Source: an optimization exercise on an open RTL-to-GDS flow (aim: small area and a short achievable clock period). Production flows keep margins and buffers that such runs may drop. Where RTL was checked, it was by simulation tests only, not by an equivalence proof against the original.

Design dtsWorker, start of the top module:
module dtsWorker (
	input wire logic clk,
	input wire logic reset,
	input wire logic anotherOne,
	output logic [39:0] natRuler,
	output logic done
);
export LEC_CHECK = 0
export ABC_AREA = 1
export CAP_MARGIN = 20
export CORE_MARGIN = 2
export CORE_UTILIZATION = 65
export PLACE_DENSITY = 0.75
export SLEW_MARGIN = 20
create_clock -name core_clock -period 24.0 [get_ports {clk}]
standard.sh (not shown) runs the stock make flow with config.mk's settings and CLKGATE_MAP_FILE= SYNTH_SCRIPT=/design/flow/synth_recipe.tcl, a recipe that flattens the netlist after the stock synthesis.
==> flow/flow/run.sh <==
#!/bin/bash
# The standard layout with three changes: the port buffers are buf_2
# instead of the flow's default pick (a slow delay buffer), the clock tree
# uses clkbuf_8 without dummy loads, and timing repair keeps a setup margin
# so that it also works on the few paths that set the achieved period.
# Every port still gets a buffer; the constraints and the clock period are
# the standard flow's.
set -euo pipefail
export BUFFER_PORTS_ARGS="-buffer_cell sky130_fd_sc_hd__buf_2"
export CTS_ARGS="-sink_clustering_enable -repair_clock_nets -sink_clustering_size 40 -sink_clustering_max_diameter 100 -buf_list sky130_fd_sc_hd__clkbuf_8 -dont_use_dummy_load"
export SETUP_SLACK_MARGIN=18.15
bash standard.sh > standard_flow.log 2>&1
The first run produced a clean layout.
Edit:
==> flow/flow/run.sh (replaced) <==
#!/bin/bash
# The standard layout with two changes: the port buffers are buf_2
# instead of the flow's default pick (a slow delay buffer), and the clock
# tree uses clkbuf_8 in larger sink clusters without dummy loads. Every port
# still gets a buffer; the constraints and the clock period are the standard flow's.
set -euo pipefail
export BUFFER_PORTS_ARGS="-buffer_cell sky130_fd_sc_hd__buf_2"
export CTS_ARGS="-sink_clustering_enable -repair_clock_nets -sink_clustering_size 50 -sink_clustering_max_diameter 200 -sink_buffer_max_cap_derate 0.5 -buf_list sky130_fd_sc_hd__clkbuf_8 -dont_use_dummy_load"
bash standard.sh > standard_flow.log 2>&1
ABC_AREA = unset   (was 1)
CORE_UTILIZATION = 40   (was 65)
PLACE_DENSITY = 0.6   (was 0.75)
Outcome: The changed run finished with timing, DRC and antenna clean. Via count goes down by 5.0%. Flip-flop and latch count does not change. Critical path depth does not change. Routed wire length rose by 12%. Non-clock buffer count grows by 8.

== v3 ==
Another version of the RTL of dtsWorker (not shown whole).
For scale: roughly 1000 cells after synthesis, about 44 I/O pins.
Design dtsWorker, start of the top module:
module dtsWorker (
	input wire logic clk,
	input wire logic reset,
	input wire logic anotherOne,
	output logic [39:0] natRuler,
	output logic done
);
make LEC_CHECK=0 CAP_MARGIN=20 CORE_MARGIN=2 CORE_UTILIZATION=40 PLACE_DENSITY=0.6 SLEW_MARGIN=20 finish   # period 24.0 ns
run.sh (not shown) runs the stock make flow with config.mk's settings and CLKGATE_MAP_FILE= SYNTH_SCRIPT=/design/flow/synth_recipe.tcl, a recipe that flattens the netlist after the stock synthesis.
Stock flow here: none of the scripts above is used.
## Diff of input files: v1 against v3
==> flow/flow/run.sh (new file) <==
#!/bin/bash
# The standard layout, with the port buffers made from buf_2 instead of
# the flow's default pick (a slow delay buffer), and the timing repair asked
# to keep a margin of setup slack so that it works on the paths that set the
# achieved period. Every port still gets a buffer; the constraints are the standard flow's.
set -euo pipefail
export BUFFER_PORTS_ARGS="-buffer_cell sky130_fd_sc_hd__buf_2"
export SETUP_SLACK_MARGIN=18.4
bash standard.sh > standard_flow.log 2>&1
==> flow/standard.sh (new file) <==
#!/bin/bash
# synth_recipe.tcl (not shown) runs the flow's synth.tcl, then flattens the netlist and writes it again
# the make line also repeats each setting of config.mk as NAME=value (left out here)
make -C /OpenROAD-flow-scripts/flow DESIGN_CONFIG=/design/flow/config.mk WORK_HOME=/design/flow/orfs CLKGATE_MAP_FILE= SYNTH_SCRIPT=/design/flow/synth_recipe.tcl "${@:-finish}"
removed: flow/run.sh
Notes after the runs:
- v1 against v3: share of the final layout cell area in multi-input gates now smaller; post-layout instance area now larger; global-route track usage on met3 now larger.
- Count of placed standard cells in the final layout, fillers left out is lower on v3
What v16 does differently from v1 at the input level:
- putting CTS_CLUSTER_SIZE at 40 where nothing was set
- putting CTS_CLUSTER_DIAMETER at 80 where nothing was set
- putting CTS_BUF_LIST at sky130_fd_sc_hd__clkbuf_8 where nothing was set
==> flow/flow/run.sh <==
#!/bin/bash
# The standard layout, with the port buffers made from buf_2 instead of
# the flow's default pick (a slow delay buffer). Every port still gets one.
set -euo pipefail
export BUFFER_PORTS_ARGS="-buffer_cell sky130_fd_sc_hd__buf_2"
bash standard.sh > standard_flow.log 2>&1
--- outcome ---
As far as pre-CTS setup slack goes, v16 and v1 are indistinguishable; the numbers are identical.
More vias were needed by v1 than by v16.
The post-route cell area of v16 was superior to that of v1.
A leading cell type in the layout, fill and taps excluded of sky130_fd_sc_hd__nor2_1 is what v1 shows, while sky130_fd_sc_hd__dfxtp_1 belongs to v16.
v16 has non-clock buffer count below what v1 had.
v1 → v16: achievable frequency saw a decrease; number of ordinary inverters in the final layout held steady.
The following lists how v26 was set up differently from v16:
- clearing CTS_BUF_LIST, which used to be sky130_fd_sc_hd__clkbuf_8
- clearing CTS_CLUSTER_DIAMETER, which used to be 80
- clearing CTS_CLUSTER_SIZE, which used to be 40
Final instance area for v26: 190 sq um up relative to v16
Cmp v16 and v26 / least setup slack across all paths after layout / higher: v26
| routed wire length | v26 vs v16 | worse |
v26 gives less wire length on met3 than v16 did.
Diff v16..v26 | flip-flop and latch count | unchanged
No functional check of the RTL was part of any run of this note.

[afterwards: timing with drivers on the ports]
In the flow no input, the clock included, has a driving cell. The finished layouts below were timed again as built, in two steps.
Step 1 assumes that a clkbuf_16 drives the clock port and a buf_2 every other input.
Step 2, shift: input delay + t, output delay - t, t = (earliest + latest rising clock arrival at the registers) / 2. This alone moves slack from input paths to output paths.
Three values: ideal, step 1, step 2; two values: the first two.
| run | t, ns | setup WS [ns] | latest minus earliest clock arrival (ns) | worst data-port slew with drivers (ns) |
|---|---|---|---|---|
| the first run of note 1 | 0.471 | 18.207 / 18.170 / 18.586 | 0.029 / 0.029 | 0.03 |
| the second run of note 1 | 0.482 | 17.986 / 17.947 / 18.237 | 0.043 / 0.043 | 0.03 |
| v3 | 0.469 | 17.541 / 17.496 / 17.946 | 0.012 / 0.012 | 0.03 |
| v1 | 0.481 | 18.236 / 18.190 / 18.223 | 0.010 / 0.010 | 0.03 |
| v16 | 0.496 | 17.931 / 17.892 / 18.238 | 0.018 / 0.017 | 0.03 |
| v26 | 0.481 | 17.970 / 17.924 / 18.222 | 0.009 / 0.010 | 0.03 |
After both steps every run listed still meets setup and hold. The setup slack of v1, which loses most, moves by -0.046 ns with the drivers and by -0.013 ns with both steps.
